Context: an optimization exercise on an open-source flow, tuned for small area, a short achievable clock period and few clock cycles per item. The choices shown serve that exercise and are no tape-out recipe. Function was not checked in any run shown here: the RTL went through the layout flow alone. Power is estimated from default activity; no workload was simulated.

## flow/design.v (module list and top-level ports; edited modules follow where they fit)
// module ctrr_bcd2: 16 lines
// module ctrr_year_a: 68 lines
// module ctrr_year_b: 87 lines
// module ctrr_ypart: 193 lines
// module ctrr_ypart_e: 119 lines
// module ctrr_wdfin_e: 97 lines
// module ctrr_dm: 101 lines
// module ctrr_wdfin: 74 lines
// module calendar_time_to_rtc_registers_unit: 74 lines
module calendar_time_to_rtc_registers_unit (
    input  wire logic                 i_clk,
    input  wire logic                 i_rst_n,
    input  wire logic                 i_in_valid,
    output logic                      o_in_stall,
    input  wire logic [37:0]          i_in_item,
    output logic                      o_out_valid,
    input  wire logic                 i_out_stall,
    output logic      [41:0]          o_out_item
);
  // ...
==> flow/flow/run.sh <==
#!/bin/bash
# Layout flow: the standard synthesis; then the combinational logic is
# mapped again by ABC (registers, their names and cell types are kept as the
# standard synthesis made them): the cones that drive the outputs with one
# delay target, the rest with another; then the standard layout from
# floorplan to finish, with the settings in params.sh.
set -euo pipefail
F=$(pwd)/flow
R=orfs/results/$FLOW_PLATFORM/calendar_time_to_rtc_registers_unit/base
LIB=$FLOW_HOME/platforms/$FLOW_PLATFORM/lib/sky130_fd_sc_hd__tt_025C_1v80.lib
D_OUT=1200
D_IN=2000
SIZE=0
FINISH_ARGS=()
[ -f $F/params.sh ] && source $F/params.sh

bash standard.sh synth > synth.log 2>&1

cp $R/1_2_yosys.v std_1_2_yosys.v
python3 $F/mkcells.py $LIB std_1_2_yosys.v cells.v > mkcells.log 2>&1
mkscript() {  # delay target, output file
  local sz=""
  [ "$SIZE" = 1 ] && sz="buffer -p\nupsize -D $1\ndnsize -D $1"
  sed -e "s/@D@/$1/" -e "s/@SIZE@/$sz/" $F/map.abc.in > $2
}
mkscript $D_OUT map_out.abc
mkscript $D_IN map_in.abc
FF=$(grep -o "sky130_fd_sc_hd__[a-z0-9_]*df[a-z0-9_]*" std_1_2_yosys.v | sort -u | sed 's/^/:-/' | tr -d '\n')
ABC="abc -liberty $LIB $(cat $F/du.txt) -constr $F/abc.constr"
yosys -l resynth.log -p "read_verilog cells.v; read_verilog std_1_2_yosys.v; hierarchy -top $FLOW_TOP; flatten; techmap; opt -fast -purge; select -set outc o:o_out_item o:o_in_stall %u o:o_out_valid %u %ci*$FF; select -set outg @outc t:\$_* %i; $ABC -script map_out.abc @outg; select -clear; $ABC -script map_in.abc; opt_clean -purge; hilomap -singleton -hicell sky130_fd_sc_hd__conb_1 HI -locell sky130_fd_sc_hd__conb_1 LO; insbuf -buf sky130_fd_sc_hd__buf_4 A X; splitnets; opt_clean -purge; hierarchy -top $FLOW_TOP; stat -liberty $LIB; write_verilog -noattr -noexpr -nohex -nodec -selected resynth.v" > /dev/null 2>&1
python3 $F/checkregs.py std_1_2_yosys.v resynth.v > checkregs.log 2>&1
cp resynth.v $R/1_2_yosys.v
rm -f $R/1_synth.odb $R/1_synth.sdc
bash standard.sh "${FINISH_ARGS[@]}" finish > finish.log 2>&1
==> flow/flow/abc.constr <==
set_driving_cell sky130_fd_sc_hd__buf_1
set_load 5
==> flow/flow/checkregs.py <==
#!/usr/bin/env python3
"""Fails unless two netlists hold the same register instances (name and cell type)."""
import re, sys
def regs(p):
    r = {}
    for cell, name in re.findall(r'^\s*(sky130_fd_sc_hd__\w*df\w*)\s+(\S+)\s*\(', open(p).read(), re.M):
        r[name] = cell
    return r
a, b = regs(sys.argv[1]), regs(sys.argv[2])
print(len(a), "registers in", sys.argv[1], len(b), "in", sys.argv[2])
if a != b:
    print("MISMATCH", set(a.items()) ^ set(b.items()))
    sys.exit(1)
print("same registers")
==> flow/flow/du.txt <==
 -dont_use sky130_fd_sc_hd__probe_p_8 -dont_use sky130_fd_sc_hd__probec_p_8 -dont_use sky130_fd_sc_hd__lpflow_bleeder_1 -dont_use sky130_fd_sc_hd__lpflow_clkbufkapwr_1 -dont_use sky130_fd_sc_hd__lpflow_clkbufkapwr_16 -dont_use sky130_fd_sc_hd__lpflow_clkbufkapwr_2 -dont_use sky130_fd_sc_hd__lpflow_clkbufkapwr_4 -dont_use sky130_fd_sc_hd__lpflow_clkbufkapwr_8 -dont_use sky130_fd_sc_hd__lpflow_clkinvkapwr_1 -dont_use sky130_fd_sc_hd__lpflow_clkinvkapwr_16 -dont_use sky130_fd_sc_hd__lpflow_clkinvkapwr_2 -dont_use sky130_fd_sc_hd__lpflow_clkinvkapwr_4 -dont_use sky130_fd_sc_hd__lpflow_clkinvkapwr_8 -dont_use sky130_fd_sc_hd__lpflow_decapkapwr_12 -dont_use sky130_fd_sc_hd__lpflow_decapkapwr_3 -dont_use sky130_fd_sc_hd__lpflow_decapkapwr_4 -dont_use sky130_fd_sc_hd__lpflow_decapkapwr_6 -dont_use sky130_fd_sc_hd__lpflow_decapkapwr_8 -dont_use sky130_fd_sc_hd__lpflow_inputiso0n_1 -dont_use sky130_fd_sc_hd__lpflow_inputiso0p_1 -dont_use sky130_fd_sc_hd__lpflow_inputiso1n_1 -dont_use sky130_fd_sc_hd__lpflow_inputiso1p_1 -dont_use sky130_fd_sc_hd__lpflow_inputisolatch_1 -dont_use sky130_fd_sc_hd__lpflow_isobufsrc_1 -dont_use sky130_fd_sc_hd__lpflow_isobufsrc_16 -dont_use sky130_fd_sc_hd__lpflow_isobufsrc_2 -dont_use sky130_fd_sc_hd__lpflow_isobufsrc_4 -dont_use sky130_fd_sc_hd__lpflow_isobufsrc_8 -dont_use sky130_fd_sc_hd__lpflow_isobufsrckapwr_16 -dont_use sky130_fd_sc_hd__lpflow_lsbuf_lh_hl_isowell_tap_1 -dont_use sky130_fd_sc_hd__lpflow_lsbuf_lh_hl_isowell_tap_2 -dont_use sky130_fd_sc_hd__lpflow_lsbuf_lh_hl_isowell_tap_4 -dont_use sky130_fd_sc_hd__lpflow_lsbuf_lh_isowell_4 -dont_use sky130_fd_sc_hd__lpflow_lsbuf_lh_isowell_tap_1 -dont_use sky130_fd_sc_hd__lpflow_lsbuf_lh_isowell_tap_2 -dont_use sky130_fd_sc_hd__lpflow_lsbuf_lh_isowell_tap_4
==> flow/flow/map.abc.in <==
strash
dch -f
if -K 6
mfs2
strash
dch -f
map -D @D@
topo
@SIZE@
==> flow/flow/mkcells.py <==
#!/usr/bin/env python3
"""Writes a Verilog model of the liberty's cells used by a netlist: combinational
cells as assigns (from the liberty functions), sequential and function-less cells
as blackboxes. usage: mkcells.py LIB NETLIST OUT"""
import re, sys
lib, net, out = sys.argv[1:4]
used = set(re.findall(r'^\s*(sky130_fd_sc_hd__\w+)\s', open(net).read(), re.M))
text = open(lib).read()
cells = {}
for part in re.split(r'\n\s*cell\s*\(', text)[1:]:
    name = part.split(')')[0].strip().strip('"')
    cells[name] = part
def body_pins(part):
    pins = []
    for m in re.finditer(r'\n\s*pin\s*\(\s*"?(\w+)"?\s*\)\s*\{', part):
        start = m.end(); depth = 1; i = start
        while depth:
            if part[i] == '{': depth += 1
            elif part[i] == '}': depth -= 1
            i += 1
        blk = part[start:i]
        d = re.search(r'direction\s*:\s*"?(\w+)"?', blk)
        f = re.search(r'\n\s*function\s*:\s*"([^"]*)"', blk)
        pins.append((m.group(1), d.group(1) if d else None, f.group(1) if f else None))
    return pins
def vexpr(f):
    f = f.replace('!', '~').replace('+', '|').replace('*', '&')
    f = re.sub(r'\)\s+\(', ')&(', f)
    return f
L = []
for c in sorted(used):
    part = cells[c]
    pins = [p for p in body_pins(part) if p[1] in ('input', 'output')]
    seq = bool(re.search(r'\n\s*(ff|latch|statetable)\s*\(', part))
    outs = [p for p in pins if p[1] == 'output']
    if any(p[2] is None for p in outs):
        seq = True
    ports = ", ".join(p[0] for p in pins)
    if seq:
        L.append("(* blackbox *)")
    L.append(f"module {c} ({ports});")
    for p in pins:
        L.append(f"  {p[1]} {p[0]};")
    if not seq:
        for p in outs:
            L.append(f"  assign {p[0]} = {vexpr(p[2])};")
    L.append("endmodule")
open(out, "w").write("\n".join(L) + "\n")
==> flow/flow/params.sh <==
SIZE=1
D_OUT=1400
D_IN=2000
FINISH_ARGS=(BUFFER_PORTS_ARGS="-buffer_cell sky130_fd_sc_hd__buf_2")
==> flow/standard.sh <==
#!/bin/bash
# synth_recipe.tcl (not shown) runs the flow's synth.tcl, then flattens the netlist and writes it again
# the make line also repeats each setting of config.mk as NAME=value (left out here)
make -C /OpenROAD-flow-scripts/flow DESIGN_CONFIG=/design/flow/config.mk WORK_HOME=/design/flow/orfs CLKGATE_MAP_FILE= SYNTH_SCRIPT=/design/flow/synth_recipe.tcl "${@:-finish}"
==> flow/config.mk <==
export PLATFORM = sky130hd
export DESIGN_NAME = calendar_time_to_rtc_registers_unit
export DESIGN_NICKNAME = calendar_time_to_rtc_registers_unit
export VERILOG_FILES = /design/flow/design.v
export SDC_FILE = /design/flow/constraint.sdc
export NUM_CORES = 4
export LEC_CHECK = 0
export CAP_MARGIN = 20
export CORE_MARGIN = 2
export CORE_UTILIZATION = 40
export SLEW_MARGIN = 20
==> flow/constraint.sdc <==
create_clock -name core_clock -period 6.0 [get_ports {i_clk}]
set_input_delay 1.2000 -clock core_clock [delete_from_list [all_inputs] [get_ports {i_clk}]]
set_output_delay 1.2000 -clock core_clock [all_outputs]
set_load 0.01 [all_outputs]
==> results by group, run 1 <==
Yosys
  • Syn_nets: 682
  • Avg Inst Size Synth: 6.70 sq um

Cells and area
  • Filler cells: 1,052
  • Multi-input logic area: 0.00245 sq mm
  • Multi-input gate share of total cell area: 49.6%
  • Reg with most FFs: r_y
  • Top class by area: multi-input combinational cells
  • Finished Cell Area: approximately 0.0049 sq mm
  • Seq area share: 28.4%
  • Comb_multi_in: 480

Detailed routing
  • Highest metal used: met4
  • Metal2 WL: 5370 um
  • 1st-pass router iterations: 5
  • M1 WL: 5010 um

CTS
  • Num CTS Buffers: 5
  • CTS tree: done
  • # Post-CTS Setup Buffers: 0

Setup path
  • CP startpoint kind: flop
  • FF-to-FF setup slack: roughly 4.2 ns
  • Critical path launch point: r_y[1]
  • Reg2Reg Depth: 3
  • Top cell by count, worst path: nand2_1
  • Cells along the critical path: inv_2 -> nand2_2 -> nand2_2 -> nand2_2 -> nand3_1 -> nand2_1 -> nand2_1 -> inv_2 -> nor3_2 -> nor2_1 -> nand2_1 -> nand2_1 -> nand2_1 -> nand2_1 -> o21ai_1 -> nand2_1 -> o21ai_1 -> buf_2

Min path
  • Hold endpoint: r_v
  • Hold Startpoint: r_v

STA
  • Slew headroom: just under 50%
  • F_max: 263 MHz
  • # setup viols final: 0

Status
  • Status: timing/DRC/antenna clean

Global route
  • Grt met1 use: 24.7%

Power and ir drop
  • Net Sw Power: between 0.0005 and 0.0006 W
  • Top pwr grp: combinational cells
  • Switching Share: around 43%

Placed design
  • Routability cong.: approximately 0.95
  • Placement Setup Slack: around 2.2 ns
==> inputs of run 2 (changes only) <==
--- a/flow/config.mk
+++ b/flow/config.mk
@@ -9,3 +9,4 @@
 export CORE_MARGIN = 2
-export CORE_UTILIZATION = 40
+export CORE_UTILIZATION = 60
+export CTS_BUF_LIST = sky130_fd_sc_hd__clkbuf_4 sky130_fd_sc_hd__clkbuf_8
 export SLEW_MARGIN = 20
==> run 2 against run 1 <==
  * Sequential cell count did not move
  * Combinational power about the same
  * Hold slack got worse by 0.0066 ns
  * Utilization increased by 24 points
  * Sequential power hardly changed
  * Critical path depth decreased by 3
  * Cell area fell by 1.1%
  * Largest cell class unchanged
==> results by group, run 2 <==
STA
  • Worst setup margin: 2.16 ns (was 2.19 ns)
  • Final hold violation count: 0 (unchanged)
  • # setup viols final: 0 (unchanged)
  • RSZ-0062 raised after global routing: no (unchanged)
  • F_max: 261 MHz (was 263 MHz)
  • Final setup skew: 0.0108 ns (was 0.0114 ns)
  • Slew headroom: 40.9% (was 49.5%)
  • Setup TNS: 0 ns (unchanged)
  • Pins Over Slew Limit: 0 (unchanged)
  • Tcrit/Tclk final: 64.0% (was 63.4%)
  • Worst Tran Pin Value: 0.885 ns (was 0.756 ns)
  • Min Tclk post-route: 3.84 ns (was 3.81 ns)

Global route
  • Gr ovfl total: 0 (unchanged)
  • GRT Resource Usage Total: 27.4% (was 19.4%)
  • Initial antenna violation count: 0 (unchanged)
  • Largest net degree at the start of global routing: 47 (was 31)
  • First-pass GRT wire length: 17,400 um (was 18,100 um)
  • Vias in the first global route: 4,134 (was 4,106)

Power and ir drop
  • Max VDD drop: 0.147 mV (was 0.193 mV)
  • Lkg Pwr: 2.31 nW (about the same)
  • Pwr per Cell Area: 247 mW/mm^2 (was 246 mW/mm^2)

Placed design
  • Area after DPL: 0.00479 sq mm (was 0.00484 sq mm)
  • I/O Buffers: 85 (unchanged)
  • Dpl hpwl: 8630 um (was 8970 um)
  • Routability cong.: 0.974 (was 0.948)
  • Placement Setup Slack: 2.24 ns (was 2.20 ns)

Yosys
  • Gate Count Post-Synth: 640 (unchanged)
  • Yosys warns: 1 (unchanged)
  • Cell Area, Synth: 0.00429 sq mm (unchanged)
  • Avg Inst Size Synth: 6.70 sq um (unchanged)
  • Syn_nets: 682 (unchanged)

Setup path
  • Reg-to-Reg Start: r_v (unchanged)
  • CP endpoint kind: output port (unchanged)
  • CP startpoint kind: flop (unchanged)
  • CP arrival: 2.64 ns (was 2.61 ns)
  • Critical Path RT: 4.80 ns (about the same)
  • Crit path kind: flop to output port (unchanged)
  • CP peak stage delay: 0.40 ns (was 0.46 ns)
  • Cells along the critical path: inv_1 -> o21ai_0 -> nand2_1 -> nand2_1 -> nand2_1 -> a21oi_1 -> nor2_1 -> nand2_1 -> nand2_1 -> nand2_1 -> nand2_1 -> o21ai_1 -> nand2_1 -> o21ai_1 -> buf_2 (was inv_2 -> nand2_2 -> nand2_2 -> nand2_2 -> nand3_1 -> nand2_1 -> nand2_1 -> inv_2 -> nor3_2 -> nor2_1 -> nand2_1 -> nand2_1 -> nand2_1 -> nand2_1 -> o21ai_1 -> nand2_1 -> o21ai_1 -> buf_2)
  • Worst Path Max Fanout: 4 (was 5)
  • Slowest cell on crit path: edfxtp_1 (unchanged)
  • Top cell by count, worst path: nand2_1 (unchanged)
  • Critical path launch point: r_c1 (was r_y[1])

Detailed routing
  • DRC Markers: 0 (unchanged)
  • Vias: 4,650 (was 4,528)
  • Vias per inst: 5.66 (was 5.26)
  • Final wirelength: 10,800 um (was 11,200 um)
  • 1st-pass router iterations: 6 (was 5)
  • First DRT Iteration DRCs: 288 (was 354)
  • Post-route ant nets: 0 (unchanged)
  • WL/cell: 13.1 um (was 13.0 um)

CTS
  • Clk slew on worst S/H paths: 0.10 ns (about the same)
  • # Post-CTS Setup Buffers: 0 (unchanged)
  • CTS Sinks: 47 (unchanged)
  • Root Buffer: clkbuf_8 (unchanged)
  • Htree depth: 2 (unchanged)
  • Num CTS Buffers: 5 (unchanged)
  • CTS Hold Bufs: 0 (unchanged)
  • Worst-skew pair later-pin latency: 0.31 ns (was 0.32 ns)
  • CTS tree: done (unchanged)
  • Clock Path Buffers: 2 (unchanged)
  • Post-CTS Resized: 0 (unchanged)

Cells and area
  • Util after Layout: 71.1% (was 47.6%)
  • Reg with most FFs: r_y (unchanged)
  • Top Registers: r_y (8), r_min (6), r_sec (6) (unchanged)
  • Finished Cell Area: 0.00489 sq mm (was 0.00494 sq mm)
  • Area delta synth->final: 13.9% (was 15.1%)
  • Commonest cells after routing, fill and taps aside: nand2_1 (109), nor2_1 (109), inv_1 (95) (unchanged)
  • Diodes inserted: 0 (unchanged)
  • Layout cells sized above 1: 17.8% (unchanged)
  • Max FFs per register: 8 (unchanged)
  • Nets@finish: 766 (unchanged)

Floorplan
  • Die Ht: 88.6 um (was 108 um)
  • Initial Util: 62.5% (was 41.4%)
  • Die area: 0.00784 sq mm (was 0.0116 sq mm)
  • Die width: 88.6 um (was 108 um)
  • Row count: 30 (was 37)
  • Core box area: 0.00687 sq mm (was 0.0104 sq mm)
  • IO Pins: 86 (unchanged)

Min path
  • Min-delay worst type: flop to flop (unchanged)
  • Hold Startpoint: r_v (unchanged)

Status
  • Status: timing/DRC/antenna clean (unchanged)

Run
  • Max-cap viol count: 0 (unchanged)
-- run 2: layout make-up --
type	instances	area, sq um
Inverter	104	390
Multi-Input combinational cell	480	2450
Sequential cell	47	1400
Fill cell	581	1980
Clock buffer	5	68.8
Clock inverter	3	25.0
Tap cell	96	120
Timing Repair Buffer	86	433
-- run 2: worst paths after layout --
kind,to,slack (ns),cells after the start
setup / recovery,o_out_item[20],2.16,15
hold / removal,r_v,0.68,2
setup reg to reg,r_y[2],4.51,3
hold reg to reg,r_v,0.68,2
-- run 2: through the flow --
stage / instances / total power (W) / hold WS, ns
floorplan: 640 / 0.000849 / 0.713
global placement: 813 / 0.000983 / 0.639
detailed placement: 813 / 0.00100 / 0.661
CTS: 821 / 0.00120 / 0.685
global route: 821 / 0.00130 / 0.701
finish: 821 / 0.00121 / 0.679
-- run 2: routing by layer --
metal | track usage, % | wire length [um] | up-vias | part of all wire [%]
met5 | 0 | 0 | - | 0
met4 | 7.02 | 167 | 0 | 1.6
met3 | 2.71 | 666 | 18 | 6.2
met2 | 51.3 | 5400 | 176 | 50
met1 | 33.7 | 4530 | 2103 | 42
li1 | - | - | 2353 | -
-- run 2: worst max-delay path: cells and delay by family (launching register included) --
| family | cells | cell delay, ns |
|---|---|---|
| compound gates | 4 | 0.88 |
| simple gates | 9 | 0.86 |
| flops | 1 | 0.40 |
| buf+inv | 2 | 0.21 |
-- run 2: power by group --
part / switching (W) / internal, W / leakage (nW)
logic: 0.000372 / 0.000209 / 1.81
registers: 0.0000251 / 0.000399 / 0.456
clock network: 0.000117 / 0.0000850 / 0.0452
==> inputs of run 3 (changes only) <==
==> flow/flow/params.sh (replaced) <==
SIZE=1
D_OUT=1400
D_IN=2000
FINISH_ARGS=(BUFFER_PORTS_ARGS="-buffer_cell sky130_fd_sc_hd__buf_2" SETUP_SLACK_MARGIN=2.5)
--- a/flow/config.mk
+++ b/flow/config.mk
@@ -9,4 +9,3 @@
 export CORE_MARGIN = 2
-export CORE_UTILIZATION = 60
-export CTS_BUF_LIST = sky130_fd_sc_hd__clkbuf_4 sky130_fd_sc_hd__clkbuf_8
+export CORE_UTILIZATION = 40
 export SLEW_MARGIN = 20
==> run 3 against run 2 <==
  * Final cell count is 7.3% higher
  * Die area is 48% higher
  * Critical path depth is 1 lower
  * Clock power is 3% higher
  * Fmax is 0.55% higher
  * Sequential share of layout area is 2.3 points lower
  * Wire length is 9.2% higher
  * Synthesized cell count stayed put
  * Critical path type unchanged
  * Largest power group unchanged
==> results by group, run 3 <==
Status
  • Status: timing/DRC/antenna clean (unchanged)

Floorplan
  • Die area: 0.0116 sq mm (was 0.00784 sq mm)
  • Core box area: 0.0104 sq mm (was 0.00687 sq mm)
  • Initial Util: 41.4% (was 62.5%)
  • IO Pins: 86 (unchanged)
  • Row count: 37 (was 30)
  • Die width: 108 um (was 88.6 um)
  • Die Ht: 108 um (was 88.6 um)

Detailed routing
  • Final wirelength: 11,700 um (was 10,800 um)
  • DRC Markers: 0 (unchanged)
  • Post-route ant nets: 0 (unchanged)
  • Vias: 4,704 (was 4,650)
  • 1st-pass router iterations: 5 (was 6)
  • WL/cell: 13.3 um (was 13.1 um)
  • First DRT Iteration DRCs: 313 (was 288)
  • Vias per inst: 5.34 (was 5.66)

Global route
  • Vias in the first global route: 4,292 (was 4,134)
  • First-pass GRT wire length: 19,100 um (was 17,400 um)
  • GRT Resource Usage Total: 20.1% (was 27.4%)
  • Largest net degree at the start of global routing: 35 (was 47)
  • Gr ovfl total: 0 (unchanged)
  • Initial antenna violation count: 0 (unchanged)

Yosys
  • Syn_nets: 682 (unchanged)
  • Cell Area, Synth: 0.00429 sq mm (unchanged)
  • Yosys warns: 1 (unchanged)
  • Avg Inst Size Synth: 6.70 sq um (unchanged)
  • Gate Count Post-Synth: 640 (unchanged)

CTS
  • CTS tree: done (unchanged)
  • Root Buffer: clkbuf_8 (unchanged)
  • Clk slew on worst S/H paths: 0.10 ns (about the same)
  • CTS Sinks: 47 (unchanged)
  • Htree depth: 2 (unchanged)
  • CTS Hold Bufs: 0 (unchanged)
  • Clock Path Buffers: 2 (unchanged)
  • Num CTS Buffers: 5 (unchanged)
  • Worst-skew pair later-pin latency: 0.31 ns (about the same)

Setup path
  • CP arrival: 2.62 ns (was 2.64 ns)
  • Worst Path Max Fanout: 5 (was 4)
  • CP endpoint kind: output port (unchanged)
  • Crit path kind: flop to output port (unchanged)
  • FF-to-FF setup slack: 4.30 ns (was 4.51 ns)
  • CP startpoint kind: flop (unchanged)
  • Critical Path RT: 4.80 ns (about the same)

Cells and area
  • Non-Filler Instances: 881 (was 821)
  • Reg with most FFs: r_y (unchanged)
  • Diodes inserted: 0 (unchanged)
  • Commonest cells after routing, fill and taps aside: nor2_1 (102), nand2_1 (97), inv_1 (95) (was nand2_1 (109), nor2_1 (109), inv_1 (95))
  • Commonest non-fill, non-tap cell in the layout: nor2_1
  • Top Registers: r_y (8), r_min (6), r_sec (6) (unchanged)
  • Layout cells sized above 1: 25.4% (was 17.8%)
  • Nets@finish: 786 (was 766)
  • Filler cells: 1,041 (was 581)
  • Area delta synth->final: 23.6% (was 13.9%)
  • Max FFs per register: 8 (unchanged)

STA
  • # setup viols final: 0 (unchanged)
  • F_max: 262 MHz (was 261 MHz)
  • Pins Over Slew Limit: 0 (unchanged)
  • Final hold violation count: 0 (unchanged)
  • Slew headroom: 67.0% (was 40.9%)
  • Tcrit/Tclk final: 63.6% (was 64.0%)
  • Setup TNS: 0 ns (unchanged)
  • RSZ-0062 raised after global routing: yes (was no)
  • Final setup skew: 0.0108 ns (about the same)
  • Min Tclk post-route: 3.82 ns (was 3.84 ns)
  • Worst Tran Pin Value: 0.487 ns (was 0.885 ns)

Power and ir drop
  • Total power: 0.00134 W (was 0.00121 W)
  • Pwr per Cell Area: 253 mW/mm^2 (was 247 mW/mm^2)
  • Max VDD drop: 0.158 mV (was 0.147 mV)
  • Lkg Pwr: 2.47 nW (was 2.31 nW)

Placed design
  • Placed insts: 853 (was 813)
  • Dpl hpwl: 9040 um (was 8630 um)
  • Routability cong.: 0.880 (was 0.974)
  • I/O Buffers: 85 (unchanged)

Min path
  • Min-delay worst type: flop to flop (unchanged)

Run
  • Max-cap viol count: 0 (unchanged)
==> run 3: routing by layer <==
layer	GRT usage (%)	vias up	routed length [um]
met5	0	-	0
met4	4.76	0	99
met3	3.87	10	753
met2	35.0	147	5820
met1	25.5	2168	5080
li1	-	2379	-
==> run 3: worst paths after layout <==
| check | from | endpoint | cells past startpoint |
|---|---|---|---|
| hold reg to reg | r_v | r_v | 2 |
| setup / recovery | r_y[2] | o_out_item[21] | 14 |
| hold / removal | r_v | r_v | 2 |
| setup reg to reg | r_v | r_ylow | 3 |
==> run 3: layout make-up <==
type,count,area [sq um],share of cell area [%]
multi-input cells,480,2660,50.1
flip-flops and latches,47,1400,26.4
repair buffers,106,586,11.0
inverters,104,393,7.41
well taps,136,170,3.21
clock buffers,5,68.8,1.30
clock inverters,3,26.3,0.495
==> run 3: report_power, final <==
part / leakage (nW) / switching [W] / internal, W
Clock: 0.0495 / 0.000122 / 0.0000867
Sequential: 0.456 / 0.0000229 / 0.000398
Combinational: 1.96 / 0.000439 / 0.000272
==> run 3: what timing repair did <==
| action | in CTS | in global routing |
|---|---|---|
| endpoints found under the setup margin | 3 | 12 |
| resized for setup | 16 | 42 |
| pin swaps | 6 | 14 |
| setup buffers | 14 | 6 |
==> run 3: critical path, cell delays in order (launching register included) <==
cell	delay (ns)
edfxtp_1	0.51
inv_2	0.12
nor2_2	0.04
o211ai_1	0.22
nand2_2	0.14
nor2_4	0.15
nor3_4	0.05
buf_4	0.15
o211ai_4	0.24
nand2_2	0.11
nand2_4	0.11
nand2_2	0.07
o21ai_2	0.13
o211a_1	0.14
buf_2	0.12
==> run 3: per-stage QoR <==
stage	utilization, %	instance area (sq um)	setup WS, ns	hold slack [ns]
after detailed placement	46.7	4840	2.21	0.678
after CTS	49.1	5090	2.30	0.705
after global routing	51.1	5300	2.03	0.737
after global placement	46.7	4840	2.22	0.666
final	51.1	5300	2.18	0.698
after floorplan	-	4290	2.80	0.731

afterwards: timing with drivers on the ports:
The flow's constraints put no driver on any port. The routed layouts listed below were extracted and timed again, unchanged, in two steps.
Step 1 sets driving cells, clkbuf_16 on the clock port and buf_2 on the other inputs (assumed; they add their load-dependent delay and slew).
Step 2 adds t to the input delays and takes it off the output delays; t is the mean of the earliest and latest rising clock arrival at the registers after step 1. Input paths then give back, and output paths get back, about the clock's delay inside the block.
Slacks: ideal ports / drivers / drivers and shift; pairs: ideal ports / drivers.
| run | t, ns | setup slack, ns | hold WS [ns] | worst register clock-pin slew, ns |
|---|---|---|---|---|
| run 1 | 0.345 | 2.194 / 2.162 / 2.169 | 0.685 / 0.685 / 0.685 | 0.10 / 0.10 |
| run 2 | 0.330 | 2.163 / 2.136 / 2.150 | 0.679 / 0.679 / 0.679 | 0.10 / 0.10 |
| run 3 | 0.334 | 2.184 / 2.154 / 2.362 | 0.698 / 0.698 / 0.698 | 0.10 / 0.10 |
After both steps setup and hold are still met in every run listed. The setup slack of run 1, which loses most, moves by -0.032 ns with the drivers and by -0.025 ns with both steps.
